This is an optimization exercise on Yosys and OpenROAD, whose aim is small area and a short achievable clock period, not a production implementation.
The RTL was checked by simulation tests, not by an equivalence proof against the original design.
No driver is modelled on the clock port, so clocking that relies on it looks cheaper here than on a real chip.
Power figures rest on the tool's default switching activity, not on a simulated workload.

==> flow/design.v (excerpt) <==
module sync_ram_fifo
#(
    parameter int DATA_WIDTH = sync_ram_fifo_pkg::FIFO_DEF_DATA_WIDTH,
    parameter int DEPTH      = sync_ram_fifo_pkg::FIFO_DEF_DEPTH,
    parameter int AFULL_LVL  = DEPTH - sync_ram_fifo_pkg::FIFO_AFULL_MARGIN,
    parameter int AEMPTY_LVL = sync_ram_fifo_pkg::FIFO_DEF_AEMPTY_LVL
) (
    input  logic                       clk,
    input  logic                       rst,
    input  logic                       wr_en,
    input  logic [DATA_WIDTH-1:0]      data_in,
    input  logic                       rd_en,
    output logic [DATA_WIDTH-1:0]      data_out,
    output logic                       full,
    output logic                       empty,
    output logic [$clog2(DEPTH):0]     count,
    output logic                       overflow,
    output logic                       underflow
    ,
    output logic                       almost_full,
    output logic                       almost_empty
);
clock: 6.0 ns
lec_check: 0
cap_margin: 20
core_margin: 2
core_utilization: 30
cts_cluster_diameter: 150
cts_cluster_size: 20
place_density: 0.6
setup_slack_margin: 3.8
slew_margin: 20
synth_hierarchical: 1
synth_minimum_keep_size: 0
standard.sh (not shown) runs the stock make flow with config.mk's settings and CLKGATE_MAP_FILE= SYNTH_SCRIPT=/design/flow/synth_recipe.tcl, a recipe that flattens the netlist after the stock synthesis.
==> flow/flow/run.sh <==
#!/bin/bash
# Standard layout, with two hooks:
#  - fanout.tcl (before the placement-stage repair) caps net fanout;
#  - ring_skew.tcl (after CTS) moves the pointer-ring registers onto a short
#    clock branch, then runs the CTS-stage timing repair skipped in cts.tcl.
set -euo pipefail
here=$(pwd)
bash standard.sh SKIP_CTS_REPAIR_TIMING=1 \
  PRE_RESIZE_TCL="$here/flow/fanout.tcl" \
  POST_CTS_TCL="$here/flow/ring_skew.tcl" finish \
  > "$here/standard_flow.log" 2>&1
Other scripts of this flow, unchanged in this note and not shown: flow/flow/fanout.tcl, flow/flow/ring_skew.tcl
Then changed:
- PLACE_DENSITY: 0.6 -> 0.7
Effect: Via count rises slightly; sequential power barely changes; setup slack gains 0.062 ns; clock skew rises by 0.013 ns; total power hardly moves.

The RTL this note starts from:
==> flow/design.v <==
package sync_ram_fifo_pkg;
    localparam int FIFO_DEF_DATA_WIDTH = 8;
    localparam int FIFO_DEF_DEPTH      = 256;
    localparam int FIFO_AFULL_MARGIN   = 4;
    localparam int FIFO_DEF_AEMPTY_LVL = 4;
    localparam int FIFO_MIN_DEPTH      = 4;
    function automatic bit is_pow2(input int v);
        is_pow2 = (v > 0) && ((v & (v - 1)) == 0);
    endfunction
endpackage
module fifo_mem #(
    parameter int DATA_WIDTH = 8,
    parameter int DEPTH      = 256
) (
    input  logic                     clk,
    input  logic                     rst,
    input  logic                     we,
    input  logic [(1 << ($clog2(DEPTH) / 2))-1:0]                   wlo_n,
    input  logic [(1 << ($clog2(DEPTH) - $clog2(DEPTH) / 2))-1:0]   whi_n,
    input  logic [DATA_WIDTH-1:0]    wdata,
    input  logic                     re,
    input  logic [(1 << ($clog2(DEPTH) / 2))-1:0]                   rlo_n,
    input  logic [(1 << ($clog2(DEPTH) - $clog2(DEPTH) / 2))-1:0]   rhi_n,
    output logic [DATA_WIDTH-1:0]    rdata
);
    localparam int AW = $clog2(DEPTH);
    localparam int NG = (DEPTH + 2) / 3;
    localparam int LW = AW / 2;
    localparam int NL = 1 << LW;
    logic [DATA_WIDTH-1:0] mem [DEPTH];
    logic [DATA_WIDTH-1:0] rdata_q;
    logic [DATA_WIDTH-1:0] rword;
    logic [DEPTH-1:0]      rsel;
    logic [DEPTH-1:0]      wsel;
    logic [DATA_WIDTH-1:0] slice_n [NG];
    always_comb begin
        for (int i = 0; i < DEPTH; i++) begin
            wsel[i] = we && !(wlo_n[i % NL] || whi_n[i / NL]);
        end
    end
    always_ff @(posedge clk) begin
        for (int i = 0; i < DEPTH; i++) begin
            if (wsel[i]) begin
                mem[i] <= wdata;
            end
        end
    end
    always_comb begin
        for (int i = 0; i < DEPTH; i++) begin
            rsel[i] = !(rlo_n[i % NL] || rhi_n[i / NL]);
        end
    end
    for (genvar g = 0; g < NG; g++) begin : g_slice
        for (genvar b = 0; b < DATA_WIDTH; b++) begin : g_bit
            if (3 * g + 2 < DEPTH) begin : g_three
                fifo_aoi3 u_aoi (
                    .d ({mem[3*g+2][b], mem[3*g+1][b], mem[3*g][b]}),
                    .s (rsel[3*g +: 3]),
                    .y (slice_n[g][b])
                );
            end else if (3 * g + 1 < DEPTH) begin : g_two
                fifo_aoi2 u_aoi (
                    .d ({mem[3*g+1][b], mem[3*g][b]}),
                    .s (rsel[3*g +: 2]),
                    .y (slice_n[g][b])
                );
            end else begin : g_one
                fifo_aoi1 u_aoi (
                    .d (mem[3*g][b]),
                    .s (rsel[3*g]),
                    .y (slice_n[g][b])
                );
            end
        end
    end
    always_comb begin
        rword = '0;
        for (int g = 0; g < NG; g++) begin
            rword = rword | ~slice_n[g];
        end
    end
    always_ff @(posedge clk) begin
        if (rst) begin
            rdata_q <= '0;
        end else if (re) begin
            rdata_q <= rword;
        end
    end
    assign rdata = rdata_q;
endmodule
module fifo_aoi3 (
    input  logic [2:0] d,
    input  logic [2:0] s,
    output logic       y
);
    assign y = ~|(d & s);
endmodule
module fifo_aoi2 (
    input  logic [1:0] d,
    input  logic [1:0] s,
    output logic       y
);
    assign y = ~|(d & s);
endmodule
module fifo_aoi1 (
    input  logic d,
    input  logic s,
    output logic y
);
    assign y = ~(d & s);
endmodule
module sync_ram_fifo
#(
    parameter int DATA_WIDTH = sync_ram_fifo_pkg::FIFO_DEF_DATA_WIDTH,
    parameter int DEPTH      = sync_ram_fifo_pkg::FIFO_DEF_DEPTH,
    parameter int AFULL_LVL  = DEPTH - sync_ram_fifo_pkg::FIFO_AFULL_MARGIN,
    parameter int AEMPTY_LVL = sync_ram_fifo_pkg::FIFO_DEF_AEMPTY_LVL
) (
    input  logic                       clk,
    input  logic                       rst,
    input  logic                       wr_en,
    input  logic [DATA_WIDTH-1:0]      data_in,
    input  logic                       rd_en,
    output logic [DATA_WIDTH-1:0]      data_out,
    output logic                       full,
    output logic                       empty,
    output logic [$clog2(DEPTH):0]     count,
    output logic                       overflow,
    output logic                       underflow
    ,
    output logic                       almost_full,
    output logic                       almost_empty
);
    localparam int AW = $clog2(DEPTH);
    localparam int PW = AW + 1;
    if (!sync_ram_fifo_pkg::is_pow2(DEPTH) || DEPTH < sync_ram_fifo_pkg::FIFO_MIN_DEPTH ||
        AFULL_LVL < 0 || AFULL_LVL > DEPTH ||
        AEMPTY_LVL < 0 || AEMPTY_LVL > DEPTH) begin : g_bad_cfg
        $error("sync_ram_fifo: illegal DEPTH or threshold");
    end
    localparam int LW = AW / 2;
    localparam int HW = AW - LW;
    localparam int NL = 1 << LW;
    localparam int NH = 1 << HW;
    logic [NL-1:0] wr_lo_nq;
    logic [NH-1:0] wr_hi_nq;
    logic [NL-1:0] rd_lo_nq;
    logic [NH-1:0] rd_hi_nq;
    logic [PW-1:0] cnt_q;
    logic          full_q;
    logic          empty_q;
    logic          afull_q;
    logic          aempty_q;
    logic          overflow_q;
    logic          underflow_q;
    logic          wr_ok;
    logic          rd_ok;
    logic          inc;
    logic          dec;
    always_comb begin
        wr_ok = wr_en && !full_q;
        rd_ok = rd_en && !empty_q;
        inc   = wr_ok && !rd_ok;
        dec   = rd_ok && !wr_ok;
    end
    always_ff @(posedge clk) begin
        if (rst) begin
            wr_lo_nq    <= {{(NL-1){1'b1}}, 1'b0};
            wr_hi_nq    <= {{(NH-1){1'b1}}, 1'b0};
            rd_lo_nq    <= {{(NL-1){1'b1}}, 1'b0};
            rd_hi_nq    <= {{(NH-1){1'b1}}, 1'b0};
            cnt_q       <= '0;
            full_q      <= 1'b0;
            empty_q     <= 1'b1;
            afull_q     <= 1'b0;
            aempty_q    <= 1'b1;
            overflow_q  <= 1'b0;
            underflow_q <= 1'b0;
        end else begin
            if (wr_ok) wr_lo_nq <= {wr_lo_nq[NL-2:0], wr_lo_nq[NL-1]};
            if (wr_ok && !wr_lo_nq[NL-1]) wr_hi_nq <= {wr_hi_nq[NH-2:0], wr_hi_nq[NH-1]};
            if (rd_ok) rd_lo_nq <= {rd_lo_nq[NL-2:0], rd_lo_nq[NL-1]};
            if (rd_ok && !rd_lo_nq[NL-1]) rd_hi_nq <= {rd_hi_nq[NH-2:0], rd_hi_nq[NH-1]};
            if (inc) begin
                cnt_q    <= cnt_q + 1'b1;
                full_q   <= (cnt_q == PW'(DEPTH - 1));
                empty_q  <= 1'b0;
                afull_q  <= (cnt_q >= PW'(AFULL_LVL - 1));
                aempty_q <= (cnt_q <= PW'(AEMPTY_LVL - 1));
            end else if (dec) begin
                cnt_q    <= cnt_q - 1'b1;
                full_q   <= 1'b0;
                empty_q  <= (cnt_q == PW'(1));
                afull_q  <= (cnt_q >= PW'(AFULL_LVL + 1));
                aempty_q <= (cnt_q <= PW'(AEMPTY_LVL + 1));
            end
            overflow_q  <= wr_en && full_q;
            underflow_q <= rd_en && empty_q;
        end
    end
    assign count     = cnt_q;
    assign full      = full_q;
    assign empty     = empty_q;
    assign overflow  = overflow_q;
    assign underflow = underflow_q;
    assign almost_full  = afull_q;
    assign almost_empty = aempty_q;
    fifo_mem #(
        .DATA_WIDTH (DATA_WIDTH),
        .DEPTH      (DEPTH)
    ) u_mem (
        .clk   (clk),
        .rst   (rst),
        .we    (!full_q),
        .wlo_n (wr_lo_nq),
        .whi_n (wr_hi_nq),
        .wdata (data_in),
        .re    (rd_ok),
        .rlo_n (rd_lo_nq),
        .rhi_n (rd_hi_nq),
        .rdata (data_out)
    );
endmodule
==> flow/config.mk <==
export PLATFORM = sky130hd
export DESIGN_NAME = sync_ram_fifo
export DESIGN_NICKNAME = sync_ram_fifo
export VERILOG_FILES = /design/flow/design.v
export SDC_FILE = /design/flow/constraint.sdc
export NUM_CORES = 4
export LEC_CHECK = 0
export CAP_MARGIN = 20
export CORE_MARGIN = 2
export CORE_UTILIZATION = 30
export CTS_CLUSTER_DIAMETER = 150
export CTS_CLUSTER_SIZE = 20
export PLACE_DENSITY = 0.6
export SETUP_SLACK_MARGIN = 3.8
export SLEW_MARGIN = 20
export SYNTH_HIERARCHICAL = 1
export SYNTH_MINIMUM_KEEP_SIZE = 0
==> flow/constraint.sdc <==
create_clock -name core_clock -period 6.0 [get_ports {clk}]
set_input_delay 1.2000 -clock core_clock [delete_from_list [all_inputs] [get_ports {clk}]]
set_output_delay 1.2000 -clock core_clock [all_outputs]
set_load 0.01 [all_outputs]
Scripts as last shown in full above: flow/flow/run.sh
Other scripts of this flow, unchanged in this note and not shown: flow/flow/fanout.tcl, flow/flow/ring_skew.tcl
Rerun with:
--- a/flow/config.mk
+++ b/flow/config.mk
@@ -12,5 +12,5 @@
 export CTS_CLUSTER_SIZE = 20
 export PLACE_DENSITY = 0.6
-export SETUP_SLACK_MARGIN = 3.8
+export SETUP_SLACK_MARGIN = 3.5
 export SLEW_MARGIN = 20
 export SYNTH_HIERARCHICAL = 1
The new run finished with timing, DRC and antenna clean.
Total power is about the same.
Via count went up by about 0.47%.
Cell count stays flat.
Clock power drops by about 0.6%.

-- what the ideal ports hide --
Ports are ideal in the flow. The routed layouts listed here were re-timed in OpenROAD. Step 1: set_driving_cell puts a clkbuf_16 on clk and a buf_2 on each other input, an assumption about the parent block. Step 2, shift: input delay + t, output delay - t, t = (earliest + latest rising clock arrival at the registers) / 2. This alone moves slack from input paths to output paths. Three values: no drivers, after step 1, after step 2; two values: the first two.
| run | shift t [ns] | slack for setup (ns) | clock arrival spread, ns | worst slew at a driven data input, ns |
|---|---|---|---|---|
| the first run of note 1 | 0.782 | 3.262 / 3.262 / 2.895 | 0.387 / 0.387 | 0.11 |
| the second run of note 1 | 0.797 | 3.325 / 3.274 / 2.941 | 0.402 / 0.402 | 0.15 |
| the first run of note 2 | 0.785 | 3.340 / 3.278 / 2.662 | 0.388 / 0.388 | 0.11 |
| the second run of note 2 | 0.761 | 3.386 / 3.314 / 2.755 | 0.356 / 0.357 | 0.10 |
In every run listed the clock reaches the registers at very different times; t lies between them, and the last value is a rough guide only. For the first run of note 2, which loses most, drivers alone change the setup slack by -0.062 ns; drivers and shift together by -0.678 ns.
